This is an optimization exercise on Yosys and OpenROAD, whose aim is small area, a short achievable clock period and few clock cycles per item, not a production implementation. In this exercise RTL edits were held to simulation tests only and were not proved equivalent to the original. No activity file was given, so power comes from the tool's default toggle rates.

File: design.v
`default_nettype none
module exec_prefix_add #(
    parameter int N = 32
) (
    input  logic [N-1:0] a,
    input  logic [N-1:0] b,
    input  logic         cin,
    output logic [N-1:0] sum,
    output logic         cout
);
    logic [N-1:0] g0, p0, g, p;
    assign p0 = a ^ b;
    always_comb begin
        g0    = a & b;
        g0[0] = (a[0] & b[0]) | (p0[0] & cin);
    end
    always_comb begin
        g = g0;
        p = p0;
        for (int step = 1; step < N; step = step * 2) begin
            for (int i = 0; i < N; i++) begin
                if ((i / step) % 2 == 1) begin
                    g[i] = g[i] | (p[i] & g[(i / step) * step - 1]);
                    p[i] = p[i] & p[(i / step) * step - 1];
                end
            end
        end
    end
    assign sum  = p0 ^ {g[N-2:0], cin};
    assign cout = g[N-1];
endmodule
module exec_prefix_pg #(
    parameter int N = 32
) (
    input  logic [N-1:0] g0,
    input  logic [N-1:0] p0,
    input  logic         cin,
    output logic [N-1:0] sum,
    output logic         cout
);
    logic [N-1:0] g, p;
    always_comb begin
        g    = g0;
        p    = p0;
        g[0] = g0[0] | (p0[0] & cin);
        for (int step = 1; step < N; step = step * 2) begin
            for (int i = 0; i < N; i++) begin
                if ((i / step) % 2 == 1) begin
                    g[i] = g[i] | (p[i] & g[(i / step) * step - 1]);
                    p[i] = p[i] & p[(i / step) * step - 1];
                end
            end
        end
    end
    assign sum  = p0 ^ {g[N-2:0], cin};
    assign cout = g[N-1];
endmodule
module exec_less_than #(
    parameter int N = 32
) (
    input  logic [N-1:0] a,
    input  logic [N-1:0] b,
    output logic         lt
);
    logic [N-1:0] g, p;
    always_comb begin
        g = a & ~b;
        p = a ^ ~b;
        g[0] = g[0] | p[0];    
        for (int step = 1; step < N; step = step * 2) begin
            for (int i = 2 * step - 1; i < N; i = i + 2 * step) begin
                g[i] = g[i] | (p[i] & g[i - step]);
                p[i] = p[i] & p[i - step];
            end
        end
    end
    assign lt = ~g[N-1];
endmodule
`default_nettype wire
`default_nettype none
module exec_mul_csa (
    input  logic [33:0] s_in,
    input  logic [33:0] c_in,
    input  logic [31:0] a,
    input  logic [3:0]  one,
    input  logic [3:0]  two,
    input  logic [3:0]  neg,
    input  logic [7:0]  corr_a,
    input  logic [7:0]  corr_b,
    input  logic        klast,
    output logic [41:0] sum_out,
    output logic [41:0] carry_out
);
    logic [3:0]  nneg;
    logic [32:0] row0, row1, row2, row3;
    logic [33:0] a2;
    assign a2 = {1'b0, a, 1'b0};
    always_comb begin
        nneg = ~neg;
        for (int k = 0; k < 33; k++) begin
            row0[k] = ((one[0] & a2[k+1]) | (two[0] & a2[k])) ^ neg[0];
            row1[k] = ((one[1] & a2[k+1]) | (two[1] & a2[k])) ^ neg[1];
            row2[k] = ((one[2] & a2[k+1]) | (two[2] & a2[k])) ^ neg[2];
            row3[k] = ((one[3] & a2[k+1]) | (two[3] & a2[k])) ^ neg[3];
        end
    end
    logic fs0, fc0, fs1, fc1, fs2, fc2, fs3, fc3, fs4, fc4, fs5, fc5, fs6, fc6, fs7, fc7, fs8, fc8, fs9, fc9, fs10, fc10, fs11, fc11, fs12, fc12, fs13, fc13, fs14, fc14, fs15, fc15, fs16, fc16, fs17, fc17, fs18, fc18, fs19, fc19, fs20, fc20, fs21, fc21, fs22, fc22, fs23, fc23, fs24, fc24, fs25, fc25, fs26, fc26, fs27, fc27, fs28, fc28, fs29, fc29, fs30, fc30, fs31, fc31, fs32, fc32, fs33, fc33, fs34, fc34, fs35, fc35, fs36, fc36, fs37, fc37, fs38, fc38, fs39, fc39, fs40, fc40, fs41, fc41, fs42, fc42, fs43, fc43, fs44, fc44, fs45, fc45, fs46, fc46, fs47, fc47, fs48, fc48, fs49, fc49, fs50, fc50, fs51, fc51, fs52, fc52, fs53, fc53, fs54, fc54, fs55, fc55, fs56, fc56, fs57, fc57, fs58, fc58, fs59, fc59, fs60, fc60, fs61, fc61, fs62, fc62, fs63, fc63, fs64, fc64, fs65, fc65, fs66, fc66, fs67, fc67, fs68, fc68, fs69, fc69, fs70, fc70, fs71, fc71, fs72, fc72, fs73, fc73, fs74, fc74, fs75, fc75, fs76, fc76, fs77, fc77, fs78, fc78, fs79, fc79, fs80, fc80, fs81, fc81, fs82, fc82, fs83, fc83, fs84, fc84, fs85, fc85, fs86, fc86, fs87, fc87, fs88, fc88, fs89, fc89, fs90, fc90, fs91, fc91, fs92, fc92, fs93, fc93, fs94, fc94, fs95, fc95, fs96, fc96, fs97, fc97, fs98, fc98, fs99, fc99, fs100, fc100, fs101, fc101, fs102, fc102, fs103, fc103, fs104, fc104, fs105, fc105, fs106, fc106, fs107, fc107, fs108, fc108, fs109, fc109, fs110, fc110, fs111, fc111, fs112, fc112, fs113, fc113, fs114, fc114, fs115, fc115, fs116, fc116, fs117, fc117, fs118, fc118, fs119, fc119, fs120, fc120, fs121, fc121, fs122, fc122, fs123, fc123, fs124, fc124, fs125, fc125, fs126, fc126, fs127, fc127, fs128, fc128, fs129, fc129, fs130, fc130, fs131, fc131, fs132, fc132, fs133, fc133, fs134, fc134, fs135, fc135, fs136, fc136, fs137, fc137, fs138, fc138, fs139, fc139, fs140, fc140, fs141, fc141, fs142, fc142, fs143, fc143, fs144, fc144, fs145, fc145, fs146, fc146, fs147, fc147, fs148, fc148, fs149, fc149, fs150, fc150, fs151, fc151, fs152, fc152, fs153, fc153, fs154, fc154, fs155, fc155, fs156, fc156, fs157, fc157, fs158, fc158, fs159, fc159, fs160, fc160, fs161, fc161;
    logic hs0, hc0, hs1, hc1, hs2, hc2, hs3, hc3, hs4, hc4, hs5, hc5, hs6, hc6, hs7, hc7, hs8, hc8, hs9, hc9, hs10, hc10, hs11, hc11, hs12, hc12, hs13, hc13, hs14, hc14, hs15, hc15, hs16, hc16, hs17, hc17;
    exec_fa u_fa0 (.a(s_in[0]), .b(c_in[0]), .c(nneg[0]), .s(fs0), .co(fc0));
    exec_fa u_fa1 (.a(s_in[1]), .b(c_in[1]), .c(neg[0]), .s(fs1), .co(fc1));
    exec_ha u_ha0 (.a(row0[1]), .b(fc0), .s(hs0), .c(hc0));
    exec_fa u_fa2 (.a(s_in[2]), .b(c_in[2]), .c(nneg[1]), .s(fs2), .co(fc2));
    exec_fa u_fa3 (.a(row0[2]), .b(row1[0]), .c(fc1), .s(fs3), .co(fc3));
    exec_ha u_ha1 (.a(fs2), .b(hc0), .s(hs1), .c(hc1));
    exec_fa u_fa4 (.a(s_in[3]), .b(c_in[3]), .c(neg[1]), .s(fs4), .co(fc4));
    exec_fa u_fa5 (.a(row0[3]), .b(row1[1]), .c(fc2), .s(fs5), .co(fc5));
    exec_fa u_fa6 (.a(fs4), .b(fc3), .c(fs5), .s(fs6), .co(fc6));
    exec_fa u_fa7 (.a(s_in[4]), .b(c_in[4]), .c(nneg[2]), .s(fs7), .co(fc7));
    exec_fa u_fa8 (.a(row0[4]), .b(row1[2]), .c(row2[0]), .s(fs8), .co(fc8));
    exec_fa u_fa9 (.a(fc4), .b(fs7), .c(fc5), .s(fs9), .co(fc9));
    exec_ha u_ha2 (.a(fs8), .b(fc6), .s(hs2), .c(hc2));
    exec_fa u_fa10 (.a(s_in[5]), .b(c_in[5]), .c(neg[2]), .s(fs10), .co(fc10));
    exec_fa u_fa11 (.a(row0[5]), .b(row1[3]), .c(row2[1]), .s(fs11), .co(fc11));
    exec_fa u_fa12 (.a(fc7), .b(fs10), .c(fc8), .s(fs12), .co(fc12));
    exec_fa u_fa13 (.a(fs11), .b(fc9), .c(fs12), .s(fs13), .co(fc13));
    exec_fa u_fa14 (.a(s_in[6]), .b(c_in[6]), .c(nneg[3]), .s(fs14), .co(fc14));
    exec_fa u_fa15 (.a(row0[6]), .b(row1[4]), .c(row2[2]), .s(fs15), .co(fc15));
    exec_fa u_fa16 (.a(row3[0]), .b(fc10), .c(fs14), .s(fs16), .co(fc16));
    exec_fa u_fa17 (.a(fc11), .b(fs15), .c(fs16), .s(fs17), .co(fc17));
    exec_ha u_ha3 (.a(fc12), .b(fs17), .s(hs3), .c(hc3));
    exec_fa u_fa18 (.a(s_in[7]), .b(c_in[7]), .c(neg[3]), .s(fs18), .co(fc18));
    exec_fa u_fa19 (.a(row0[7]), .b(row1[5]), .c(row2[3]), .s(fs19), .co(fc19));
    exec_fa u_fa20 (.a(row3[1]), .b(fc14), .c(fs18), .s(fs20), .co(fc20));
    exec_fa u_fa21 (.a(fc15), .b(fs19), .c(fc16), .s(fs21), .co(fc21));
    exec_fa u_fa22 (.a(fs20), .b(fs21), .c(fc17), .s(fs22), .co(fc22));
    exec_fa u_fa23 (.a(s_in[8]), .b(c_in[8]), .c(klast), .s(fs23), .co(fc23));
    exec_fa u_fa24 (.a(row0[8]), .b(row1[6]), .c(row2[4]), .s(fs24), .co(fc24));
    exec_fa u_fa25 (.a(row3[2]), .b(fc18), .c(fs23), .s(fs25), .co(fc25));
    exec_fa u_fa26 (.a(fc19), .b(fs24), .c(fc20), .s(fs26), .co(fc26));
    exec_fa u_fa27 (.a(fs25), .b(fc21), .c(fs26), .s(fs27), .co(fc27));
    exec_fa u_fa28 (.a(s_in[9]), .b(c_in[9]), .c(row0[9]), .s(fs28), .co(fc28));
    exec_fa u_fa29 (.a(row1[7]), .b(row2[5]), .c(row3[3]), .s(fs29), .co(fc29));
    exec_fa u_fa30 (.a(fc23), .b(fc24), .c(fs28), .s(fs30), .co(fc30));
    exec_fa u_fa31 (.a(fs29), .b(fc25), .c(fc26), .s(fs31), .co(fc31));
    exec_ha u_ha4 (.a(fs30), .b(fc27), .s(hs4), .c(hc4));
    exec_fa u_fa32 (.a(s_in[10]), .b(c_in[10]), .c(klast), .s(fs32), .co(fc32));
    exec_fa u_fa33 (.a(row0[10]), .b(row1[8]), .c(row2[6]), .s(fs33), .co(fc33));
    exec_fa u_fa34 (.a(row3[4]), .b(fs32), .c(fc28), .s(fs34), .co(fc34));
    exec_fa u_fa35 (.a(fc29), .b(fs33), .c(fc30), .s(fs35), .co(fc35));
    exec_fa u_fa36 (.a(fs34), .b(fc31), .c(fs35), .s(fs36), .co(fc36));
    exec_fa u_fa37 (.a(s_in[11]), .b(c_in[11]), .c(row0[11]), .s(fs37), .co(fc37));
    exec_fa u_fa38 (.a(row1[9]), .b(row2[7]), .c(row3[5]), .s(fs38), .co(fc38));
    exec_fa u_fa39 (.a(fc32), .b(fc33), .c(fs37), .s(fs39), .co(fc39));
    exec_fa u_fa40 (.a(fs38), .b(fc34), .c(fs39), .s(fs40), .co(fc40));
    exec_ha u_ha5 (.a(fc35), .b(fs40), .s(hs5), .c(hc5));
    exec_fa u_fa41 (.a(s_in[12]), .b(c_in[12]), .c(klast), .s(fs41), .co(fc41));
    exec_fa u_fa42 (.a(row0[12]), .b(row1[10]), .c(row2[8]), .s(fs42), .co(fc42));
    exec_fa u_fa43 (.a(row3[6]), .b(fs41), .c(fc37), .s(fs43), .co(fc43));
    exec_fa u_fa44 (.a(fc38), .b(fs42), .c(fc39), .s(fs44), .co(fc44));
    exec_fa u_fa45 (.a(fs43), .b(fc40), .c(fs44), .s(fs45), .co(fc45));
    exec_fa u_fa46 (.a(s_in[13]), .b(c_in[13]), .c(row0[13]), .s(fs46), .co(fc46));
    exec_fa u_fa47 (.a(row1[11]), .b(row2[9]), .c(row3[7]), .s(fs47), .co(fc47));
    exec_fa u_fa48 (.a(fc41), .b(fc42), .c(fs46), .s(fs48), .co(fc48));
    exec_fa u_fa49 (.a(fs47), .b(fc43), .c(fs48), .s(fs49), .co(fc49));
    exec_ha u_ha6 (.a(fc44), .b(fs49), .s(hs6), .c(hc6));
    exec_fa u_fa50 (.a(s_in[14]), .b(c_in[14]), .c(klast), .s(fs50), .co(fc50));
    exec_fa u_fa51 (.a(row0[14]), .b(row1[12]), .c(row2[10]), .s(fs51), .co(fc51));
    exec_fa u_fa52 (.a(row3[8]), .b(fs50), .c(fc46), .s(fs52), .co(fc52));
    exec_fa u_fa53 (.a(fc47), .b(fs51), .c(fc48), .s(fs53), .co(fc53));
    exec_fa u_fa54 (.a(fs52), .b(fc49), .c(fs53), .s(fs54), .co(fc54));
    exec_fa u_fa55 (.a(s_in[15]), .b(c_in[15]), .c(row0[15]), .s(fs55), .co(fc55));
    exec_fa u_fa56 (.a(row1[13]), .b(row2[11]), .c(row3[9]), .s(fs56), .co(fc56));
    exec_fa u_fa57 (.a(fc50), .b(fc51), .c(fs55), .s(fs57), .co(fc57));
    exec_fa u_fa58 (.a(fs56), .b(fc52), .c(fs57), .s(fs58), .co(fc58));
    exec_ha u_ha7 (.a(fc53), .b(fs58), .s(hs7), .c(hc7));
    exec_fa u_fa59 (.a(s_in[16]), .b(c_in[16]), .c(klast), .s(fs59), .co(fc59));
    exec_fa u_fa60 (.a(row0[16]), .b(row1[14]), .c(row2[12]), .s(fs60), .co(fc60));
    exec_fa u_fa61 (.a(row3[10]), .b(fs59), .c(fc55), .s(fs61), .co(fc61));
    exec_fa u_fa62 (.a(fc56), .b(fs60), .c(fc57), .s(fs62), .co(fc62));
    exec_fa u_fa63 (.a(fs61), .b(fc58), .c(fs62), .s(fs63), .co(fc63));
    exec_fa u_fa64 (.a(s_in[17]), .b(c_in[17]), .c(row0[17]), .s(fs64), .co(fc64));
    exec_fa u_fa65 (.a(row1[15]), .b(row2[13]), .c(row3[11]), .s(fs65), .co(fc65));
    exec_fa u_fa66 (.a(fc59), .b(fc60), .c(fs64), .s(fs66), .co(fc66));
    exec_fa u_fa67 (.a(fs65), .b(fc61), .c(fs66), .s(fs67), .co(fc67));
    exec_ha u_ha8 (.a(fc62), .b(fs67), .s(hs8), .c(hc8));
    exec_fa u_fa68 (.a(s_in[18]), .b(c_in[18]), .c(klast), .s(fs68), .co(fc68));
    exec_fa u_fa69 (.a(row0[18]), .b(row1[16]), .c(row2[14]), .s(fs69), .co(fc69));
    exec_fa u_fa70 (.a(row3[12]), .b(fs68), .c(fc64), .s(fs70), .co(fc70));
    exec_fa u_fa71 (.a(fc65), .b(fs69), .c(fc66), .s(fs71), .co(fc71));
    exec_fa u_fa72 (.a(fs70), .b(fc67), .c(fs71), .s(fs72), .co(fc72));
    exec_fa u_fa73 (.a(s_in[19]), .b(c_in[19]), .c(row0[19]), .s(fs73), .co(fc73));
    exec_fa u_fa74 (.a(row1[17]), .b(row2[15]), .c(row3[13]), .s(fs74), .co(fc74));
    exec_fa u_fa75 (.a(fc68), .b(fc69), .c(fs73), .s(fs75), .co(fc75));
    exec_fa u_fa76 (.a(fs74), .b(fc70), .c(fs75), .s(fs76), .co(fc76));
    exec_ha u_ha9 (.a(fc71), .b(fs76), .s(hs9), .c(hc9));
    exec_fa u_fa77 (.a(s_in[20]), .b(c_in[20]), .c(klast), .s(fs77), .co(fc77));
    exec_fa u_fa78 (.a(row0[20]), .b(row1[18]), .c(row2[16]), .s(fs78), .co(fc78));
    exec_fa u_fa79 (.a(row3[14]), .b(fs77), .c(fc73), .s(fs79), .co(fc79));
    exec_fa u_fa80 (.a(fc74), .b(fs78), .c(fc75), .s(fs80), .co(fc80));
    exec_fa u_fa81 (.a(fs79), .b(fc76), .c(fs80), .s(fs81), .co(fc81));
    exec_fa u_fa82 (.a(s_in[21]), .b(c_in[21]), .c(row0[21]), .s(fs82), .co(fc82));
    exec_fa u_fa83 (.a(row1[19]), .b(row2[17]), .c(row3[15]), .s(fs83), .co(fc83));
    exec_fa u_fa84 (.a(fc77), .b(fc78), .c(fs82), .s(fs84), .co(fc84));
    exec_fa u_fa85 (.a(fs83), .b(fc79), .c(fs84), .s(fs85), .co(fc85));
    exec_ha u_ha10 (.a(fc80), .b(fs85), .s(hs10), .c(hc10));
    exec_fa u_fa86 (.a(s_in[22]), .b(c_in[22]), .c(klast), .s(fs86), .co(fc86));
    exec_fa u_fa87 (.a(row0[22]), .b(row1[20]), .c(row2[18]), .s(fs87), .co(fc87));
    exec_fa u_fa88 (.a(row3[16]), .b(fs86), .c(fc82), .s(fs88), .co(fc88));
    exec_fa u_fa89 (.a(fc83), .b(fs87), .c(fc84), .s(fs89), .co(fc89));
    exec_fa u_fa90 (.a(fs88), .b(fc85), .c(fs89), .s(fs90), .co(fc90));
    exec_fa u_fa91 (.a(s_in[23]), .b(c_in[23]), .c(row0[23]), .s(fs91), .co(fc91));
    exec_fa u_fa92 (.a(row1[21]), .b(row2[19]), .c(row3[17]), .s(fs92), .co(fc92));
    exec_fa u_fa93 (.a(fc86), .b(fc87), .c(fs91), .s(fs93), .co(fc93));
    exec_fa u_fa94 (.a(fs92), .b(fc88), .c(fs93), .s(fs94), .co(fc94));
    exec_ha u_ha11 (.a(fc89), .b(fs94), .s(hs11), .c(hc11));
    exec_fa u_fa95 (.a(s_in[24]), .b(c_in[24]), .c(klast), .s(fs95), .co(fc95));
    exec_fa u_fa96 (.a(row0[24]), .b(row1[22]), .c(row2[20]), .s(fs96), .co(fc96));
    exec_fa u_fa97 (.a(row3[18]), .b(fs95), .c(fc91), .s(fs97), .co(fc97));
    exec_fa u_fa98 (.a(fc92), .b(fs96), .c(fc93), .s(fs98), .co(fc98));
    exec_fa u_fa99 (.a(fs97), .b(fc94), .c(fs98), .s(fs99), .co(fc99));
    exec_fa u_fa100 (.a(s_in[25]), .b(c_in[25]), .c(row0[25]), .s(fs100), .co(fc100));
    exec_fa u_fa101 (.a(row1[23]), .b(row2[21]), .c(row3[19]), .s(fs101), .co(fc101));
    exec_fa u_fa102 (.a(fc95), .b(fc96), .c(fs100), .s(fs102), .co(fc102));
    exec_fa u_fa103 (.a(fs101), .b(fc97), .c(fs102), .s(fs103), .co(fc103));
    exec_ha u_ha12 (.a(fc98), .b(fs103), .s(hs12), .c(hc12));
    exec_fa u_fa104 (.a(s_in[26]), .b(c_in[26]), .c(klast), .s(fs104), .co(fc104));
    exec_fa u_fa105 (.a(row0[26]), .b(row1[24]), .c(row2[22]), .s(fs105), .co(fc105));
    exec_fa u_fa106 (.a(row3[20]), .b(fs104), .c(fc100), .s(fs106), .co(fc106));
    exec_fa u_fa107 (.a(fc101), .b(fs105), .c(fc102), .s(fs107), .co(fc107));
    exec_fa u_fa108 (.a(fs106), .b(fc103), .c(fs107), .s(fs108), .co(fc108));
    exec_fa u_fa109 (.a(s_in[27]), .b(c_in[27]), .c(row0[27]), .s(fs109), .co(fc109));
    exec_fa u_fa110 (.a(row1[25]), .b(row2[23]), .c(row3[21]), .s(fs110), .co(fc110));
    exec_fa u_fa111 (.a(fc104), .b(fc105), .c(fs109), .s(fs111), .co(fc111));
    exec_fa u_fa112 (.a(fs110), .b(fc106), .c(fs111), .s(fs112), .co(fc112));
    exec_ha u_ha13 (.a(fc107), .b(fs112), .s(hs13), .c(hc13));
    exec_fa u_fa113 (.a(s_in[28]), .b(c_in[28]), .c(klast), .s(fs113), .co(fc113));
    exec_fa u_fa114 (.a(row0[28]), .b(row1[26]), .c(row2[24]), .s(fs114), .co(fc114));
    exec_fa u_fa115 (.a(row3[22]), .b(fs113), .c(fc109), .s(fs115), .co(fc115));
    exec_fa u_fa116 (.a(fc110), .b(fs114), .c(fc111), .s(fs116), .co(fc116));
    exec_fa u_fa117 (.a(fs115), .b(fc112), .c(fs116), .s(fs117), .co(fc117));
    exec_fa u_fa118 (.a(s_in[29]), .b(c_in[29]), .c(row0[29]), .s(fs118), .co(fc118));
    exec_fa u_fa119 (.a(row1[27]), .b(row2[25]), .c(row3[23]), .s(fs119), .co(fc119));
    exec_fa u_fa120 (.a(fc113), .b(fc114), .c(fs118), .s(fs120), .co(fc120));
    exec_fa u_fa121 (.a(fs119), .b(fc115), .c(fs120), .s(fs121), .co(fc121));
    exec_ha u_ha14 (.a(fc116), .b(fs121), .s(hs14), .c(hc14));
    exec_fa u_fa122 (.a(s_in[30]), .b(c_in[30]), .c(klast), .s(fs122), .co(fc122));
    exec_fa u_fa123 (.a(row0[30]), .b(row1[28]), .c(row2[26]), .s(fs123), .co(fc123));
    exec_fa u_fa124 (.a(row3[24]), .b(fs122), .c(fc118), .s(fs124), .co(fc124));
    exec_fa u_fa125 (.a(fc119), .b(fs123), .c(fc120), .s(fs125), .co(fc125));
    exec_fa u_fa126 (.a(fs124), .b(fc121), .c(fs125), .s(fs126), .co(fc126));
    exec_fa u_fa127 (.a(s_in[31]), .b(c_in[31]), .c(row0[31]), .s(fs127), .co(fc127));
    exec_fa u_fa128 (.a(row1[29]), .b(row2[27]), .c(row3[25]), .s(fs128), .co(fc128));
    exec_fa u_fa129 (.a(fc122), .b(fc123), .c(fs127), .s(fs129), .co(fc129));
    exec_fa u_fa130 (.a(fs128), .b(fc124), .c(fs129), .s(fs130), .co(fc130));
    exec_ha u_ha15 (.a(fc125), .b(fs130), .s(hs15), .c(hc15));
    exec_fa u_fa131 (.a(s_in[32]), .b(c_in[32]), .c(corr_a[0]), .s(fs131), .co(fc131));
    exec_fa u_fa132 (.a(corr_b[0]), .b(klast), .c(row0[32]), .s(fs132), .co(fc132));
    exec_fa u_fa133 (.a(row1[30]), .b(row2[28]), .c(row3[26]), .s(fs133), .co(fc133));
    exec_fa u_fa134 (.a(fs131), .b(fc127), .c(fc128), .s(fs134), .co(fc134));
    exec_fa u_fa135 (.a(fs132), .b(fs133), .c(fc129), .s(fs135), .co(fc135));
    exec_fa u_fa136 (.a(fs134), .b(fc130), .c(fs135), .s(fs136), .co(fc136));
    exec_fa u_fa137 (.a(s_in[33]), .b(c_in[33]), .c(nneg[0]), .s(fs137), .co(fc137));
    exec_fa u_fa138 (.a(corr_a[1]), .b(corr_b[1]), .c(row1[31]), .s(fs138), .co(fc138));
    exec_fa u_fa139 (.a(row2[29]), .b(row3[27]), .c(fs137), .s(fs139), .co(fc139));
    exec_fa u_fa140 (.a(fc131), .b(fc132), .c(fc133), .s(fs140), .co(fc140));
    exec_fa u_fa141 (.a(fs138), .b(fs139), .c(fc134), .s(fs141), .co(fc141));
    exec_fa u_fa142 (.a(fs140), .b(fc135), .c(fs141), .s(fs142), .co(fc142));
    exec_fa u_fa143 (.a(corr_a[2]), .b(corr_b[2]), .c(klast), .s(fs143), .co(fc143));
    exec_fa u_fa144 (.a(row1[32]), .b(row2[30]), .c(row3[28]), .s(fs144), .co(fc144));
    exec_fa u_fa145 (.a(fc137), .b(fs143), .c(fc138), .s(fs145), .co(fc145));
    exec_fa u_fa146 (.a(fs144), .b(fc139), .c(fc140), .s(fs146), .co(fc146));
    exec_fa u_fa147 (.a(fs145), .b(fc141), .c(fs146), .s(fs147), .co(fc147));
    exec_fa u_fa148 (.a(nneg[1]), .b(corr_a[3]), .c(corr_b[3]), .s(fs148), .co(fc148));
    exec_fa u_fa149 (.a(row2[31]), .b(row3[29]), .c(fc143), .s(fs149), .co(fc149));
    exec_fa u_fa150 (.a(fs148), .b(fc144), .c(fs149), .s(fs150), .co(fc150));
    exec_fa u_fa151 (.a(fc145), .b(fc146), .c(fs150), .s(fs151), .co(fc151));
    exec_fa u_fa152 (.a(corr_a[4]), .b(corr_b[4]), .c(klast), .s(fs152), .co(fc152));
    exec_fa u_fa153 (.a(row2[32]), .b(row3[30]), .c(fc148), .s(fs153), .co(fc153));
    exec_fa u_fa154 (.a(fs152), .b(fc149), .c(fs153), .s(fs154), .co(fc154));
    exec_ha u_ha16 (.a(fc150), .b(fs154), .s(hs16), .c(hc16));
    exec_fa u_fa155 (.a(nneg[2]), .b(corr_a[5]), .c(corr_b[5]), .s(fs155), .co(fc155));
    exec_fa u_fa156 (.a(row3[31]), .b(fc152), .c(fs155), .s(fs156), .co(fc156));
    exec_fa u_fa157 (.a(fc153), .b(fs156), .c(fc154), .s(fs157), .co(fc157));
    exec_fa u_fa158 (.a(corr_a[6]), .b(corr_b[6]), .c(klast), .s(fs158), .co(fc158));
    exec_fa u_fa159 (.a(row3[32]), .b(fc155), .c(fs158), .s(fs159), .co(fc159));
    exec_ha u_ha17 (.a(fc156), .b(fs159), .s(hs17), .c(hc17));
    exec_fa u_fa160 (.a(nneg[3]), .b(corr_a[7]), .c(corr_b[7]), .s(fs160), .co(fc160));
    exec_fa u_fa161 (.a(fc158), .b(fs160), .c(fc159), .s(fs161), .co(fc161));
    assign sum_out[0] = row0[0];
    assign carry_out[0] = fs0;
    assign sum_out[1] = fs1;
    assign carry_out[1] = hs0;
    assign sum_out[2] = fs3;
    assign carry_out[2] = hs1;
    assign sum_out[3] = hc1;
    assign carry_out[3] = fs6;
    assign sum_out[4] = fs9;
    assign carry_out[4] = hs2;
    assign sum_out[5] = hc2;
    assign carry_out[5] = fs13;
    assign sum_out[6] = fc13;
    assign carry_out[6] = hs3;
    assign sum_out[7] = hc3;
    assign carry_out[7] = fs22;
    assign sum_out[8] = fc22;
    assign carry_out[8] = fs27;
    assign sum_out[9] = fs31;
    assign carry_out[9] = hs4;
    assign sum_out[10] = hc4;
    assign carry_out[10] = fs36;
    assign sum_out[11] = hs5;
    assign carry_out[11] = fc36;
    assign sum_out[12] = hc5;
    assign carry_out[12] = fs45;
    assign sum_out[13] = hs6;
    assign carry_out[13] = fc45;
    assign sum_out[14] = hc6;
    assign carry_out[14] = fs54;
    assign sum_out[15] = hs7;
    assign carry_out[15] = fc54;
    assign sum_out[16] = hc7;
    assign carry_out[16] = fs63;
    assign sum_out[17] = hs8;
    assign carry_out[17] = fc63;
    assign sum_out[18] = hc8;
    assign carry_out[18] = fs72;
    assign sum_out[19] = hs9;
    assign carry_out[19] = fc72;
    assign sum_out[20] = hc9;
    assign carry_out[20] = fs81;
    assign sum_out[21] = hs10;
    assign carry_out[21] = fc81;
    assign sum_out[22] = hc10;
    assign carry_out[22] = fs90;
    assign sum_out[23] = hs11;
    assign carry_out[23] = fc90;
    assign sum_out[24] = hc11;
    assign carry_out[24] = fs99;
    assign sum_out[25] = hs12;
    assign carry_out[25] = fc99;
    assign sum_out[26] = hc12;
    assign carry_out[26] = fs108;
    assign sum_out[27] = hs13;
    assign carry_out[27] = fc108;
    assign sum_out[28] = hc13;
    assign carry_out[28] = fs117;
    assign sum_out[29] = hs14;
    assign carry_out[29] = fc117;
    assign sum_out[30] = hc14;
    assign carry_out[30] = fs126;
    assign sum_out[31] = hs15;
    assign carry_out[31] = fc126;
    assign sum_out[32] = hc15;
    assign carry_out[32] = fs136;
    assign sum_out[33] = fs142;
    assign carry_out[33] = fc136;
    assign sum_out[34] = fc142;
    assign carry_out[34] = fs147;
    assign sum_out[35] = fc147;
    assign carry_out[35] = fs151;
    assign sum_out[36] = hs16;
    assign carry_out[36] = fc151;
    assign sum_out[37] = hc16;
    assign carry_out[37] = fs157;
    assign sum_out[38] = hs17;
    assign carry_out[38] = fc157;
    assign sum_out[39] = hc17;
    assign carry_out[39] = fs161;
    assign sum_out[40] = fc160;
    assign carry_out[40] = fc161;
    assign sum_out[41] = 1'b0;
    assign carry_out[41] = 1'b0;
endmodule
module exec_fa (input logic a, input logic b, input logic c, output logic s, output logic co);
    assign s  = a ^ b ^ c;
    assign co = (a & b) | (a & c) | (b & c);
endmodule
module exec_ha (input logic a, input logic b, output logic s, output logic c);
    assign s = a ^ b;
    assign c = a & b;
endmodule
`default_nettype wire
`default_nettype none
module exec_stage (
    input  logic        clock,
    input  logic        reset,
    input  logic        issue_valid,
    input  logic [1:0]  issue_fu,
    input  logic [3:0]  issue_func,
    input  logic [1:0]  opa_select,
    input  logic [2:0]  opb_select,
    input  logic [31:0] inst,
    input  logic [31:0] pc,
    input  logic [31:0] rs1_value,
    input  logic [31:0] rs2_value,
    input  logic [4:0]  issue_tag,
    input  logic        complete_credit,
    output logic [2:0]  fu_free,
    output logic        complete_valid,
    output logic [1:0]  complete_fu,
    output logic [4:0]  complete_tag,
    output logic [31:0] complete_result,
    output logic        complete_take
);
    localparam logic [3:0] ALU_ADD = 4'd0, ALU_SUB = 4'd1, ALU_AND = 4'd2, ALU_OR = 4'd3,
                           ALU_XOR = 4'd4, ALU_SLT = 4'd5, ALU_SLTU = 4'd6, ALU_SLL = 4'd7,
                           ALU_SRL = 4'd8, ALU_SRA = 4'd9;
    localparam logic [3:0] MUL = 4'd10, MULH = 4'd11, MULHSU = 4'd12;
    localparam logic [6:0] OPCODE_JAL  = 7'b1101111;
    localparam logic [6:0] OPCODE_JALR = 7'b1100111;
    logic [31:0] opa, opb;
    logic [29:0] pc_inc;
    always_comb begin
        logic [29:0] c;
        c = pc[31:2];
        for (int step = 1; step < 30; step = step * 2) begin
            for (int i = 0; i < 30; i++) begin
                if ((i / step) % 2 == 1) c[i] = c[i] & c[(i / step) * step - 1];
            end
        end
        pc_inc = pc[31:2] ^ {c[28:0], 1'b1};
    end
    always_comb begin
        case (opa_select)
            2'd0:    opa = rs1_value;
            2'd1:    opa = {pc_inc, pc[1:0]};
            2'd2:    opa = pc;
            default: opa = '0;
        endcase
    end
    always_comb begin
        case (opb_select)
            3'd0:    opb = rs2_value;
            3'd1:    opb = {{20{inst[31]}}, inst[31:20]};
            3'd2:    opb = {{20{inst[31]}}, inst[31:25], inst[11:7]};
            3'd3:    opb = {{19{inst[31]}}, inst[31], inst[7], inst[30:25], inst[11:8], 1'b0};
            3'd4:    opb = {inst[31:12], 12'b0};
            3'd5:    opb = {{11{inst[31]}}, inst[31], inst[19:12], inst[20], inst[30:21], 1'b0};
            default: opb = '0;
        endcase
    end
    logic in_eq_lo, in_eq_hi, in_lt_lo, in_lt_hi, in_jal, in_jalr;
    exec_less_than #(.N(16)) u_lt_lo (.a(rs1_value[15:0]), .b(rs2_value[15:0]), .lt(in_lt_lo));
    exec_less_than #(.N(16)) u_lt_hi (.a(rs1_value[31:16]), .b(rs2_value[31:16]), .lt(in_lt_hi));
    assign in_eq_lo = (rs1_value[15:0] == rs2_value[15:0]);
    assign in_eq_hi = (rs1_value[31:16] == rs2_value[31:16]);
    assign in_jal   = (inst[6:0] == OPCODE_JAL);
    assign in_jalr  = (inst[6:0] == OPCODE_JALR);
    localparam int S_SUM = 0, S_AND = 1, S_OR = 2, S_XOR = 3, S_SLT = 4, S_SLTU = 5,
                   S_SL = 6, S_SR = 7;
    logic        in_sub;
    logic [7:0]  in_sel;
    assign in_sub = !issue_fu[1] &&
                    (issue_func == ALU_SUB || issue_func == ALU_SLT || issue_func == ALU_SLTU);
    always_comb begin
        in_sel = '0;
        if (issue_fu[1]) begin
            in_sel[S_SUM] = 1'b1;
        end else begin
            case (issue_func)
                ALU_ADD, ALU_SUB: in_sel[S_SUM]  = 1'b1;
                ALU_AND:          in_sel[S_AND]  = 1'b1;
                ALU_OR:           in_sel[S_OR]   = 1'b1;
                ALU_XOR:          in_sel[S_XOR]  = 1'b1;
                ALU_SLT:          in_sel[S_SLT]  = 1'b1;
                ALU_SLTU:         in_sel[S_SLTU] = 1'b1;
                ALU_SLL:          in_sel[S_SL]   = 1'b1;
                default:          in_sel[S_SR]   = 1'b1;
            endcase
        end
    end
    logic        x_v, x_br, x_jump, x_clr0, x_sub, x_shl, x_sra;
    logic        x_eq_lo, x_eq_hi, x_lt_lo, x_lt_hi, x_s1, x_s2;
    logic [2:0]  x_f3;
    logic [4:0]  x_rot;
    logic [7:0]  x_sel;
    logic [4:0]  x_tag;
    logic        x_a31;
    logic [31:0] x_p, x_g;
    logic [4:0]  x_sh;
    logic [31:0] in_bx;
    assign in_bx = (in_sel[S_SL] || in_sel[S_SR]) ? 32'b0 : opb ^ {32{in_sub}};
    always_ff @(posedge clock) begin
        if (reset) x_v <= 1'b0;
        else       x_v <= issue_valid && (issue_fu != 2'd1);
    end
    always_ff @(posedge clock) begin
        x_br   <= issue_fu[1];
        x_sel  <= in_sel;
        x_sub  <= in_sub;
        x_shl  <= (issue_func == ALU_SLL);
        x_rot  <= (issue_func == ALU_SLL) ? 5'd0 - opb[4:0] : opb[4:0];
        x_sra  <= (issue_func == ALU_SRA);
        x_tag  <= issue_tag;
        x_a31  <= opa[31];
        x_p    <= opa ^ in_bx;
        x_g    <= opa & in_bx;
        x_sh   <= opb[4:0];
        x_jump  <= in_jal | in_jalr;
        x_f3    <= inst[14:12];
        x_eq_lo <= in_eq_lo;
        x_eq_hi <= in_eq_hi;
        x_lt_lo <= in_lt_lo;
        x_lt_hi <= in_lt_hi;
        x_s1    <= rs1_value[31];
        x_s2    <= rs2_value[31];
        x_clr0 <= issue_fu[1] & in_jalr;
    end
    logic x_beq, x_bltu, x_blt, x_cond, x_take;
    assign x_beq  = x_eq_hi & x_eq_lo;
    assign x_bltu = x_lt_hi | (x_eq_hi & x_lt_lo);
    assign x_blt  = (x_s1 ^ x_s2) ? x_s1 : x_bltu;
    always_comb begin
        case (x_f3)
            3'b000:  x_cond = x_beq;
            3'b001:  x_cond = ~x_beq;
            3'b100:  x_cond = x_blt;
            3'b101:  x_cond = ~x_blt;
            3'b110:  x_cond = x_bltu;
            3'b111:  x_cond = ~x_bltu;
            default: x_cond = 1'b0;
        endcase
    end
    assign x_take = x_jump | x_cond;
    logic [31:0] x_sum;
    logic        x_cout, x_ltu, x_lt;
    logic [31:0] sh_rot, sh_mask, sh_mask_l, sh_out;
    logic [31:0] x_res;
    exec_prefix_pg #(.N(32)) u_add (
        .g0(x_g), .p0(x_p), .cin(x_sub), .sum(x_sum), .cout(x_cout)
    );
    assign x_ltu = ~x_cout;
    assign x_lt  = ~x_p[31] ? x_a31 : x_ltu;
    always_comb begin
        sh_rot = x_p;
        for (int k = 0; k < 5; k++) begin
            if (x_rot[k]) sh_rot = 32'({sh_rot, sh_rot} >> (1 << k));
        end
    end
    always_comb begin
        for (int i = 0; i < 32; i++) sh_mask_l[i] = ({27'b0, x_sh} <= i);
        for (int i = 0; i < 32; i++) sh_mask[i] = x_shl ? sh_mask_l[i] : sh_mask_l[31-i];
    end
    assign sh_out = (sh_rot & sh_mask) | ({32{x_sra & x_a31}} & ~sh_mask);
    assign x_res = ({32{x_sel[S_SUM]}} & {x_sum[31:1], x_sum[0] & ~x_clr0})
                 | ({32{x_sel[S_AND]}} & x_g)
                 | ({32{x_sel[S_OR]}}  & (x_g | x_p))
                 | ({32{x_sel[S_XOR]}} & x_p)
                 | {31'b0, (x_sel[S_SLT] & x_lt) | (x_sel[S_SLTU] & x_ltu)}
                 | ({32{x_sel[S_SL] | x_sel[S_SR]}} & sh_out);
    logic        pa_v, pb_v, r_v;
    logic        m_busy;
    logic [1:0]  m_cnt;
    logic [1:0]  credits;
    logic        has_credit;
    logic        m_last, m_first;
    logic        grant_x, grant_pa, grant_pb, grant_mul, granted;
    function automatic logic [3:0] arbitrate(input logic credit, input logic mul_first,
                                             input logic pa, input logic pb, input logic x,
                                             input logic mul);
        arbitrate = 4'b0000;
        if (credit) begin
            if (mul_first)  arbitrate = 4'b0001;    
            else if (pa)    arbitrate = 4'b0100;
            else if (pb)    arbitrate = 4'b0010;
            else if (x)     arbitrate = 4'b1000;
            else if (mul)   arbitrate = 4'b0001;
        end
    endfunction
    logic x_v_n, pa_v_n, pb_v_n, r_v_n, m_busy_n, m_first_n, has_credit_n;
    logic m_free, m_step;
    logic park_a, park_b;
    logic [1:0] credits_next;
    assign x_v_n        = issue_valid && (issue_fu != 2'd1);
    assign pa_v_n       = park_a || (pa_v && !grant_pa);
    assign pb_v_n       = park_b || (pb_v && !grant_pb);
    assign r_v_n        = m_last || (r_v && !grant_mul);
    assign m_busy_n     = m_free ? (issue_valid && (issue_fu == 2'd1)) : m_busy;
    assign m_first_n    = m_free || (m_first && !m_step);
    assign has_credit_n = (credits_next != 2'd0);
    always_ff @(posedge clock) begin
        if (reset) begin
            {grant_x, grant_pa, grant_pb, grant_mul} <= 4'b0000;
        end else begin
            {grant_x, grant_pa, grant_pb, grant_mul} <=
                arbitrate(has_credit_n, r_v_n && m_busy_n && m_first_n, pa_v_n, pb_v_n, x_v_n,
                          r_v_n);
        end
    end
    assign granted = grant_x | grant_pa | grant_pb | grant_mul;
    assign fu_free = {(grant_x & x_br) | grant_pb, m_last, (grant_x & ~x_br) | grant_pa};
    logic [31:0] pa_res, pb_res;
    logic [4:0]  pa_tag, pb_tag;
    logic        pb_take;
    assign park_a = x_v && !x_br && !grant_x;
    assign park_b = x_v &&  x_br && !grant_x;
    always_ff @(posedge clock) begin
        if (reset) begin
            pa_v <= 1'b0;
            pb_v <= 1'b0;
        end else begin
            if (park_a)        pa_v <= 1'b1;
            else if (grant_pa) pa_v <= 1'b0;
            if (park_b)        pb_v <= 1'b1;
            else if (grant_pb) pb_v <= 1'b0;
        end
    end
    always_ff @(posedge clock) begin
        if (park_a) begin
            pa_res <= x_res;
            pa_tag <= x_tag;
        end
        if (park_b) begin
            pb_res  <= x_res;
            pb_tag  <= x_tag;
            pb_take <= x_take;
        end
    end
    logic [31:0] m_a, m_b;
    logic        m_a32, m_uext;
    logic [3:0]  m_one, m_two, m_neg;
    logic [33:0] m_s, m_c;
    logic        m_ci;
    logic [7:0]  m_ls, m_lc;
    logic        m_hi;
    logic [4:0]  m_tag;
    logic        r_hi;
    logic [4:0]  r_tag;
    logic [31:0] mh_res;
    logic        in_asgn, in_bsgn, in_a32, in_uext;
    assign in_asgn = (issue_func == MUL) || (issue_func == MULH) || (issue_func == MULHSU);
    assign in_bsgn = (issue_func == MUL) || (issue_func == MULH);
    assign in_a32  = in_asgn & opa[31];
    assign in_uext = ~in_bsgn & opb[31];
    assign m_free = !m_busy || m_last;
    assign m_step = m_busy && (!m_first || !r_v || grant_mul);
    logic [7:0]  m_abyte_next, m_corr_a, m_corr_b;
    logic [33:0] m_s_in, m_c_in;
    logic [41:0] m_sum, m_carry;
    logic [7:0]  m_low;
    logic        m_cout;
    always_comb begin
        case (m_cnt)
            2'd0:    m_abyte_next = m_a[15:8];
            2'd1:    m_abyte_next = m_a[23:16];
            default: m_abyte_next = m_a[31:24];
        endcase
    end
    assign m_s_in   = m_first ? 34'h0AAAAAAAB : m_s;
    assign m_c_in   = m_first ? {1'b0, m_a32, 32'b0} : m_c;
    exec_mul_csa u_csa (
        .s_in(m_s_in), .c_in(m_c_in), .a(m_a), .one(m_one), .two(m_two), .neg(m_neg),
        .corr_a(m_corr_a), .corr_b(m_corr_b), .klast(m_last),
        .sum_out(m_sum), .carry_out(m_carry)
    );
    assign {m_cout, m_low} = {1'b0, m_ls} + {1'b0, m_lc} + {8'b0, m_ci};
    function automatic logic [11:0] booth(input logic [8:0] b9);
        logic [3:0] one, two, neg;
        for (int i = 0; i < 4; i++) begin
            one[i] = b9[2*i+1] ^ b9[2*i];
            two[i] = (b9[2*i+2] & ~b9[2*i+1] & ~b9[2*i]) | (~b9[2*i+2] & b9[2*i+1] & b9[2*i]);
            neg[i] = b9[2*i+2];
        end
        booth = {one, two, neg};
    endfunction
    logic [11:0] in_booth, m_next_booth;
    assign in_booth     = booth({opb[7:0], 1'b0});
    assign m_next_booth = booth(m_b[15:7]);
    always_ff @(posedge clock) begin
        if (reset) begin
            m_busy <= 1'b0;
            m_last <= 1'b0;
            r_v    <= 1'b0;
        end else begin
            if (m_free) begin
                m_busy <= issue_valid && (issue_fu == 2'd1);
                m_last <= 1'b0;
            end else if (m_step) begin
                m_last <= (m_cnt == 2'd2);
            end
            if (m_last)         r_v <= 1'b1;
            else if (grant_mul) r_v <= 1'b0;
        end
    end
    always_ff @(posedge clock) begin
        if (m_free) begin
            m_cnt   <= 2'd0;
            m_first <= 1'b1;
            m_a     <= opa;
            m_b     <= opb;
            m_a32   <= in_a32;
            m_uext  <= in_uext;
            {m_one, m_two, m_neg} <= in_booth;
            m_corr_a <= {8{in_uext}} & opa[7:0];
            m_corr_b <= {8{in_a32}} & ~opb[7:0];
            m_hi    <= (issue_func != MUL);
            m_tag   <= issue_tag;
        end else if (m_step) begin
            m_cnt   <= m_cnt + 2'd1;
            m_first <= 1'b0;
            m_b     <= {m_low, m_b[31:8]};
            {m_one, m_two, m_neg} <= m_next_booth;
            m_corr_a <= {8{m_uext}} & m_abyte_next;
            m_corr_b <= {8{m_a32}} & ~m_b[15:8];
        end
    end
    always_ff @(posedge clock) begin
        if (m_step) begin
            m_ls <= m_sum[7:0];
            m_lc <= m_carry[7:0];
            m_ci <= !m_first && m_cout;
            m_c  <= m_carry[41:8];
            if (m_last && !m_hi) m_s <= {10'b0, m_low, m_b[31:16]};
            else                 m_s <= m_sum[41:8];
        end
        if (m_last) begin
            r_hi  <= m_hi;
            r_tag <= m_tag;
        end
    end
    logic [39:0] mh_sum;
    exec_prefix_add #(.N(40)) u_mh_add (
        .a({m_s[31:0], m_ls}), .b({m_c[31:0], m_lc}), .cin(m_ci), .sum(mh_sum), .cout()
    );
    assign mh_res = r_hi ? mh_sum[39:8] : {mh_sum[7:0], m_s[23:0]};
    assign credits_next = credits + {1'b0, complete_credit} - {1'b0, granted};
    always_ff @(posedge clock) begin
        if (reset) begin
            credits        <= 2'd2;
            has_credit     <= 1'b1;
            complete_valid <= 1'b0;
        end else begin
            credits        <= credits_next;
            has_credit     <= (credits_next != 2'd0);
            complete_valid <= granted;
        end
    end
    logic [31:0] out_x, out_o;
    logic        out_selx;
    always_ff @(posedge clock) begin
        complete_fu   <= grant_x ? {x_br, 1'b0} : grant_pa ? 2'd0 : grant_pb ? 2'd2 : 2'd1;
        complete_tag  <= grant_x ? x_tag : grant_pa ? pa_tag : grant_pb ? pb_tag : r_tag;
        complete_take <= grant_x ? (x_br & x_take) : grant_pb & pb_take;
        out_selx      <= grant_x;
        out_x         <= x_res;
        out_o         <= grant_pa ? pa_res : grant_pb ? pb_res : mh_res;
    end
    assign complete_result = out_selx ? out_x : out_o;
endmodule
`default_nettype wire
File: run.sh
#!/bin/bash
# synth_recipe.tcl (not shown) runs the flow's synth.tcl, then flattens the netlist and writes it again
# the make line also repeats each setting of config.mk as NAME=value (left out here)
make -C /OpenROAD-flow-scripts/flow DESIGN_CONFIG=/design/flow/config.mk WORK_HOME=/design/flow/orfs CLKGATE_MAP_FILE= SYNTH_SCRIPT=/design/flow/synth_recipe.tcl finish
File: config.mk
export PLATFORM = sky130hd
export DESIGN_NAME = exec_stage
export DESIGN_NICKNAME = exec_stage
export VERILOG_FILES = /design/flow/design.v
export SDC_FILE = /design/flow/constraint.sdc
export NUM_CORES = 4
export LEC_CHECK = 0
export CAP_MARGIN = 20
export CORE_MARGIN = 2
export CORE_UTILIZATION = 55
export PLACE_DENSITY = 0.65
export SETUP_SLACK_MARGIN = 4.7
export SLEW_MARGIN = 20
File: constraint.sdc
create_clock -name core_clock -period 8.0 [get_ports {clock}]
set_input_delay 1.6000 -clock core_clock [delete_from_list [all_inputs] [get_ports {clock}]]
set_output_delay 1.6000 -clock core_clock [all_outputs]
set_load 0.01 [all_outputs]
==> flow_metrics.env, run 1 <==
export IMPL_grt_setup_unrepaired="true"
export IMPL_gr_total_overflow=0
export IMPL_rows=86
export IMPL_design_die_area_um2=58020
export IMPL_initial_core_utilization_pct=55.80
export IMPL_detailedPlacementHpwl_um=79600
export IMPL_cts_made_buffers=49
export IMPL_synthDistinctLibCells=81
export IMPL_syn_cell_area_um2=30860
export IMPL_first_global_vias=24813
export IMPL_worst_skew_pair_late_latency_ns=0.64
export IMPL_first_pass_grt_wire_length_um=159300
export IMPL_die_width_um=240.9
export IMPL_final_setup_violations=0
export IMPL_routabilityCongestion=1.003
export IMPL_power_ir_vdd_worst_mv=0.2058
export IMPL_die_h_um=240.9
export IMPL_multi_input_comb_area_um2=19100
export IMPL_grt_antenna_before_repair=4
export IMPL_route_final_wire_length_um=111700
export IMPL_cts_path_max_buffers=3
export IMPL_dominantRegCellSynth="sky130_fd_sc_hd__edfxtp_1"
export IMPL_avgSynthCellArea_um2=10.07
export IMPL_clock_fmax_ghz=0.2795
export IMPL_core_area_um2=55310
export IMPL_cts_tree="built"
export IMPL_htree_num_levels=2
export IMPL_num_vias=25837
export IMPL_criticalPathCategory="flop to flop"
export IMPL_synth_yosys_seq_area_share_pct=37.30
export IMPL_synth_edf_count=256
export IMPL_fin_tns_setup_ns=0
export IMPL_timing_final_hold_violations=0
export IMPL_antenna_cells=0
export IMPL_post_route_period_util_pct=44.73
export IMPL_drt_iter0_markers=2888
export IMPL_signed_area_change_from_the_synthesized_netlist_to_the_final_layout_pct=24.60
export IMPL_synth_async_reset_ratio_pct=0
export IMPL_grt_util_all_layers_pct=37.74
export IMPL_post_route_min_period_ns=3.578
export IMPL_wl_per_cell_um=27.25
export IMPL_postSynthRegisterBits=447
export IMPL_maximum_number_of_pins_on_one_net_before_global_route_repair=78
export IMPL_synth_cells=3066
export IMPL_num_fill_cells=4140
export IMPL_ios=192
export IMPL_cts_root_buf="sky130_fd_sc_hd__clkbuf_16"
export IMPL_slew_limit_headroom_pct=19.02
export IMPL_ant_nets=0
export IMPL_synth_largest_area_cell="sky130_fd_sc_hd__edfxtp_1"
export IMPL_power_leakage_nw=15.63
export IMPL_power_density_nw_per_um2=299.1
export IMPL_worst_path_max_fanout=2
export IMPL_route_detailed_drc=0
export IMPL_numClockSinks=447
export IMPL_whs_ns=0.4228
export IMPL_timing_final_max_slew_violations=0
export IMPL_worst_clock_skew_ns=0.06759
export IMPL_synth_nets=3521
export IMPL_worst_setup_path_end_kind="flop"
export IMPL_cp_required_ns=8.55
export IMPL_yosysTopAreaCellShare_pct=24.91
export IMPL_layout_drive_gt1_share_pct=23.80
export IMPL_worstSetupStartpointType="flop"
export IMPL_layout_cells_most_common="sky130_fd_sc_hd__edfxtp_1"
export IMPL_path_type_of_the_worst_min_delay_path="flop to flop"
export IMPL_result_of_the_run="finished clean"
export IMPL_worst_slew_pin_transition_ns=1.200
export IMPL_max_cap_viol_count=0
export IMPL_synth_yosys_warnings=5
export IMPL_crit_arrival_ns=4.13
export IMPL_vias_per_cell=6.300
export IMPL_io_buffer_count=191
export IMPL_pre_repair_dr_iteration_count=7
export IMPL_cts_reportedPaths_clkPinSlew_ns=0.06
export IMPL_most_frequent_cells_in_the_layout="sky130_fd_sc_hd__edfxtp_1 (256), sky130_fd_sc_hd__nand2_1 (223), sky130_fd_sc_hd__inv_1 (208)"
export IMPL_ff_latch_area_um2=11540
export IMPL_post_synth_main_area_contributors="sky130_fd_sc_hd__edfxtp_1 (25%), sky130_fd_sc_hd__dfxtp_1 (12%), sky130_fd_sc_hd__fa_1 (11%)"
export IMPL_number_of_nets_in_the_final_layout=3768
==> power by group <==
group	switching, mW	internal [mW]	leakage (nW)
Combinational	3.11	2.61	10.7
Clock	0.990	1.38	0.825
Sequential	0.360	3.06	4.13
==> path summary, 6_finish.rpt <==
kind / startpoint / end / slack, ns / cells after the start
setup reg to reg: m_ls[0] / out_o[25] / 4.42 / 15
setup / recovery: m_ls[0] / out_o[25] / 4.42 / 15
hold / removal: m_tag[3] / r_tag[3] / 0.42 / 0
hold reg to reg: m_tag[3] / r_tag[3] / 0.42 / 0
==> state kept, by name, indices dropped and copies added, names as in the netlist, 28 cells and up <==
| name | flops |
|---|---|
| pa_res | 32 |
| out_o | 32 |
| x_p | 32 |
| m_b | 28 |
| out_x | 32 |
| m_a | 32 |
| m_c | 33 |
| pb_res | 32 |
| x_g | 32 |
| m_s | 33 |
==> worst max-delay path, stage by stage (launching register included) <==
cell and delay [ns]:
sky130_fd_sc_hd__edfxtp_1 0.39, sky130_fd_sc_hd__inv_2 0.07, sky130_fd_sc_hd__fa_2 0.18, sky130_fd_sc_hd__inv_2 0.04
sky130_fd_sc_hd__fa_2 0.36, sky130_fd_sc_hd__a211oi_4 0.26, sky130_fd_sc_hd__o21ai_2 0.12, sky130_fd_sc_hd__and4_4 0.19
sky130_fd_sc_hd__o2111a_2 0.27, sky130_fd_sc_hd__or2_4 0.26, sky130_fd_sc_hd__a41o_4 0.24, sky130_fd_sc_hd__fa_2 0.38
sky130_fd_sc_hd__xnor2_4 0.18, sky130_fd_sc_hd__a211oi_4 0.36, sky130_fd_sc_hd__a211oi_2 0.06, sky130_fd_sc_hd__a21oi_1 0.14
==> stage by stage <==
stage	power, mW	cell area (um2)	cells	util (%)	setup slack, ns
floorplan	6.195	31010	3066	-	4.352
global route	12.01	38450	4101	69.52	4.319
global placement	7.954	33270	3829	60.16	3.228
detailed placement	8.040	33290	3830	60.18	3.159
CTS	10.81	37100	4040	67.07	4.331
finish	11.50	38450	4101	69.52	4.422
==> kinds of logic after synthesis <==
| kind of cell | count (synthesis) | synth area share [%] |
|---|---|---|
| AO/OA/AOI/OAI | 775 | 16.06 |
| XOR/XNOR | 243 | 6.896 |
| adder cells (fa/ha/maj) | 307 | 16.51 |
| buffers and inverters | 468 | 5.842 |
| flip-flops | 447 | 37.30 |
| multiplexers | 183 | 7.582 |
| AND/OR/NAND/NOR | 643 | 9.816 |
==> what timing repair did <==
action                                  4_1_cts  5_1_grt
resized for setup                           419      287
hold buffers                                  0        0
cloned                                       10        2
buffers inserted                            109       59
endpoints found under the setup margin      358      256
hold endpoints to repair                      0        0
pin swaps                                    82      124
==> routing by layer <==
layer	GRT usage (%)	up-vias	part of all wire (%)
met3	9.013	298	10
li1	-	11279	-
met4	18.65	6	6.0
met1	48.59	12793	38
met2	59.90	1461	46
met5	0	-	0.038
==> cells in the mapped netlist, drive strengths merged (21+ instances only) <==
library cell,count
a211oi,21
a21o,29
a21oi,212
a22oi,149
buf,57
clkbuf,160
dfxtp,191
edfxtp,256
fa,167
ha,140
inv,248
mux2,86
mux2i,65
mux4,32
nand2,231
nand2b,45
nand3,30
nor2,172
nor2b,45
o21ai,209
or2,26
xnor2,184
xor2,59
==> cell type report <==
class                           instances  area share, %
Timing Repair Buffer                  411          10.92
Multi-Input combinational cell       2153          49.68
Sequential cell                       447          30.01
Clock inverter                         19         0.7028
Tap cell                              748          2.434
Clock buffer                           72          3.706
Inverter                              251          2.551
Testbench counts, summed over its fixed seeds: cycles 39,051, items 32,000.
==> inputs of run 2 (changes only) <==
==> flow/run.sh (new file) <==
#!/bin/bash
# The standard layout, with the port buffers made of buf_1 cells instead of the cell
# buffer_ports picks by default. Synthesis, floorplan, power grid and the rest are the
# standard flow's. make's full output goes to standard.log in this folder; ORFS writes
# each step's log under orfs/logs/.
set -euo pipefail
bash standard.sh "BUFFER_PORTS_ARGS=-buffer_cell sky130_fd_sc_hd__buf_1" finish > standard.log 2>&1
==> standard.sh (new file) <==
#!/bin/bash
# synth_recipe.tcl (not shown) runs the flow's synth.tcl, then flattens the netlist and writes it again
# the make line also repeats each setting of config.mk as NAME=value (left out here)
make -C /OpenROAD-flow-scripts/flow DESIGN_CONFIG=/design/flow/config.mk WORK_HOME=/design/flow/orfs CLKGATE_MAP_FILE= SYNTH_SCRIPT=/design/flow/synth_recipe.tcl "${@:-finish}"
--- a/config.mk
+++ b/config.mk
@@ -11,3 +11,3 @@
 export PLACE_DENSITY = 0.65
-export SETUP_SLACK_MARGIN = 4.7
+export SETUP_SLACK_MARGIN = 4.5
 export SLEW_MARGIN = 20
removed: run.sh
==> run 2 against run 1 <==
Compared with the run above:
- still clean
- worst setup slack improved by 0.033 ns
- sequential share of layout area increased by 3.4 points
- register-to-register slack improved by 0.03 ns
- critical endpoint is now out_o[22]
==> flow_metrics.env, run 2 <==
export IMPL_first_pass_grt_wire_length_um=153700
export IMPL_most_frequent_cells_in_the_layout="sky130_fd_sc_hd__edfxtp_1 (256), sky130_fd_sc_hd__inv_1 (240), sky130_fd_sc_hd__nand2_1 (230)"
export IMPL_worst_path_buf_inv=3
export IMPL_cp_endpoint="out_o[22]"
export IMPL_cts_reportedPaths_clkPinSlew_ns=0.06
export IMPL_timing_final_hold_violations=0
export IMPL_synth_nets=3521
export IMPL_ios=192
export IMPL_power_density_nw_per_um2=304.0
export IMPL_dominantRegCellSynth="sky130_fd_sc_hd__edfxtp_1"
export IMPL_slew_limit_headroom_pct=21.45
export IMPL_worst_clock_skew_ns=0.06008
export IMPL_design_die_area_um2=58020
export IMPL_yosys_top_cells_count="sky130_fd_sc_hd__edfxtp_1 (256), sky130_fd_sc_hd__inv_1 (245), sky130_fd_sc_hd__nand2_1 (231), sky130_fd_sc_hd__a21oi_1 (211), sky130_fd_sc_hd__o21ai_0 (204)"
export IMPL_result_of_the_run="finished clean"
export IMPL_die_h_um=240.9
export IMPL_grt_setup_unrepaired="true"
export IMPL_synth_edf_count=256
export IMPL_gr_total_overflow=0
export IMPL_initial_core_utilization_pct=55.80
export IMPL_grt_antenna_before_repair=3
export IMPL_cells_along_the_critical_path="inv_2, fa_2, inv_2, fa_2, a211oi_4, o21ai_2, and4_4, o2111a_2, or2_4, buf_4, a211oi_1, xnor2_1, mux2i_1, a21oi_1"
export IMPL_path_type_of_the_worst_min_delay_path="flop to flop"
export IMPL_worstSetupPathDepth=14
export IMPL_slowest_delay_ns=0.47
export IMPL_pre_repair_dr_iteration_count=9
export IMPL_io_buffer_count=191
export IMPL_reg_largest_list="m_c x33, m_s x33"
export IMPL_cp_required_ns=8.50
export IMPL_rr_endpoint="out_o[22]"
export IMPL_vias_per_cell=6.303
export IMPL_number_of_nets_in_the_final_layout=3634
export IMPL_antenna_cells=0
export IMPL_postSynthRegisterBits=447
export IMPL_worstReg2RegStart="m_ls[0]"
export IMPL_crit_start="m_ls[0]"
export IMPL_worst_slew_pin_transition_ns=1.174
export IMPL_signed_area_change_from_the_synthesized_netlist_to_the_final_layout_pct=11.81
export IMPL_cp_top_family="compound AO/OA/AOI/OAI gates"
export IMPL_cts_made_buffers=48
export IMPL_r2r_worst_path_cells=14
export IMPL_synth_largest_area_cell="sky130_fd_sc_hd__edfxtp_1"
export IMPL_cts_path_max_buffers=3
export IMPL_synthDistinctLibCells=81
export IMPL_worst_path_max_fanout=3
export IMPL_synth_async_reset_ratio_pct=0
export IMPL_num_vias=24998
export IMPL_synth_yosys_warnings=5
export IMPL_final_setup_violations=0
export IMPL_crit_arrival_ns=4.05
export IMPL_yosysMostFrequentCell="sky130_fd_sc_hd__edfxtp_1"
export IMPL_rows=86
export IMPL_layout_drive_gt1_share_pct=12.55
export IMPL_post_route_period_util_pct=44.31
export IMPL_synth_cells=3066
export IMPL_grt_util_all_layers_pct=36.46
export IMPL_cts_root_buf="sky130_fd_sc_hd__clkbuf_16"
export IMPL_cts_stage_hold_buffer_count=0
export IMPL_first_global_vias=23874
export IMPL_drt_iter0_markers=2834
export IMPL_num_fill_cells=4715
export IMPL_max_cap_viol_count=0
export IMPL_wl_per_cell_um=26.95
export IMPL_yosysTopAreaCellShare_pct=24.91
export IMPL_core_area_um2=55310
export IMPL_syn_cell_area_um2=30860
export IMPL_numClockSinks=447
export IMPL_avgSynthCellArea_um2=10.07
export IMPL_ff2ff_setup_slack_ns=4.46
export IMPL_post_synth_main_area_contributors="sky130_fd_sc_hd__edfxtp_1 (25%), sky130_fd_sc_hd__dfxtp_1 (12%), sky130_fd_sc_hd__fa_1 (11%)"
export IMPL_timing_final_max_slew_violations=0
export IMPL_postPlaceCellArea_um2=32060
export IMPL_worstSetupStartpointType="flop"
export IMPL_ant_nets=0
export IMPL_cts_tree="built"
export IMPL_power_ir_vdd_worst_mv=0.2175
export IMPL_stdcell_area_um2=34510
export IMPL_route_final_wire_length_um=106900
export IMPL_die_width_um=240.9
export IMPL_route_detailed_drc=0
export IMPL_layout_cells_most_common="sky130_fd_sc_hd__edfxtp_1"
export IMPL_worst_skew_pair_late_latency_ns=0.63
export IMPL_post_route_min_period_ns=3.545
export IMPL_detailedPlacementHpwl_um=81200
export IMPL_synth_yosys_seq_area_share_pct=37.30
export IMPL_criticalPathCategory="flop to flop"
export IMPL_cpMaxStageDelayCell="sky130_fd_sc_hd__mux2i_1"
export IMPL_clock_fmax_ghz=0.2821
export IMPL_routabilityCongestion=0.9697
export IMPL_worst_setup_path_end_kind="flop"
export IMPL_fin_tns_setup_ns=0
export IMPL_maximum_number_of_pins_on_one_net_before_global_route_repair=89
export IMPL_htree_num_levels=2
export IMPL_power_leakage_nw=13.77
==> run 2: worst register-to-register path, cell delays in order (launching register included) <==
cell	delay [ns]
sky130_fd_sc_hd__edfxtp_1	0.39
sky130_fd_sc_hd__inv_2	0.08
sky130_fd_sc_hd__fa_2	0.20
sky130_fd_sc_hd__inv_2	0.05
sky130_fd_sc_hd__fa_2	0.37
sky130_fd_sc_hd__a211oi_4	0.26
sky130_fd_sc_hd__o21ai_2	0.11
sky130_fd_sc_hd__and4_4	0.19
sky130_fd_sc_hd__o2111a_2	0.28
sky130_fd_sc_hd__or2_4	0.26
sky130_fd_sc_hd__buf_4	0.14
sky130_fd_sc_hd__a211oi_1	0.39
sky130_fd_sc_hd__xnor2_1	0.13
sky130_fd_sc_hd__mux2i_1	0.47
sky130_fd_sc_hd__a21oi_1	0.13
==> run 2: timing repair <==
item,4_1_cts,5_1_grt
endpoints found under the hold margin,0,0
endpoints found under the setup margin,183,110
resized for setup,60,48
buffers inserted,9,30
cloned,1,1
pin swaps,19,24
==> run 2: routing by layer <==
layer,share of wire (%),vias to the layer above,routed length [um],GRT usage (%)
met5,0.025,-,27,0
met4,5.7,4,6045,18.78
met3,9.0,266,9605,6.176
met2,46,1376,49320,57.62
met1,39,12361,41880,48.50
li1,-,10991,-,-
==> run 2: logic make-up (layout without fill, tap and decap cells) <==
family | count (synthesis) | count (layout) | synth area share, %
compound gates | 775 | 775 | 16.06
xor+xnor | 243 | 243 | 6.896
fa+ha+maj | 307 | 307 | 16.51
buf+inv | 468 | 619 | 5.842
flops | 447 | 447 | 37.30
mux | 183 | 183 | 7.582
simple gates | 643 | 644 | 9.816
==> run 2: through the flow <==
step	setup WS (ns)	utilization [%]	hold slack (ns)	total power, mW	instances
finish	4.455	62.39	0.4231	10.49	3966
global route	4.377	62.39	0.4248	11.03	3966
CTS	4.452	61.44	0.4212	10.36	3935
detailed placement	3.384	57.96	0.4061	7.963	3836
global placement	3.446	57.96	0.4023	7.861	3836
floorplan	4.352	-	0.3290	6.186	3066
==> run 2: layout make-up <==
type	instances	area, um2	share of cell area, %
multi-input combinational	2152	17860	51.76
sequential	447	11520	33.39
timing repair buffer	279	1563	4.529
clock buffer	59	1282	3.717
inverter	251	955.9	2.770
tap	748	935.9	2.712
clock inverter	30	389.1	1.128
==> run 2: worst min path at each step <==
stage,start,endpoint,depth (start not counted)
after floorplan,grant_x,out_selx,0
after global placement,m_tag[1],r_tag[1],0
after detailed placement,m_tag[1],r_tag[1],0
after CTS,m_tag[1],r_tag[1],0
after global routing,m_tag[0],r_tag[0],0
final,m_tag[1],r_tag[1],0
==> run 2: power breakdown <==
group          internal, mW  switching, mW
registers              3.05          0.373
clock network          1.35          0.991
logic                  1.94           2.79

## separate check: timing with driven ports
Ports are ideal in the flow. The routed layouts listed here were re-timed in OpenROAD. Step 1: set_driving_cell puts a clkbuf_16 on clock and a buf_2 on each other input, an assumption about the parent block. Step 2 also shifts input and output timing later by t, the mid clock arrival at the registers, as if the neighbouring blocks saw the same clock. Slacks: no drivers / after step 1 / after step 2; pairs: no drivers / after step 1.
run | shift t [ns] | setup WS [ns] | slew at the worst register clock pin (ns) | worst data-port slew with drivers (ns) | pins driven straight from the clock port
run 1 | 0.668 | 4.422 / 4.391 / 3.950 | 0.07 / 0.07 | 0.08 | 1
run 2 | 0.670 | 4.455 / 4.455 / 3.879 | 0.07 / 0.07 | 0.07 | 1
After both steps setup and hold are still met in every run listed. For run 2, which loses most, drivers alone change the setup slack by 0.000 ns; drivers and shift together by -0.576 ns.
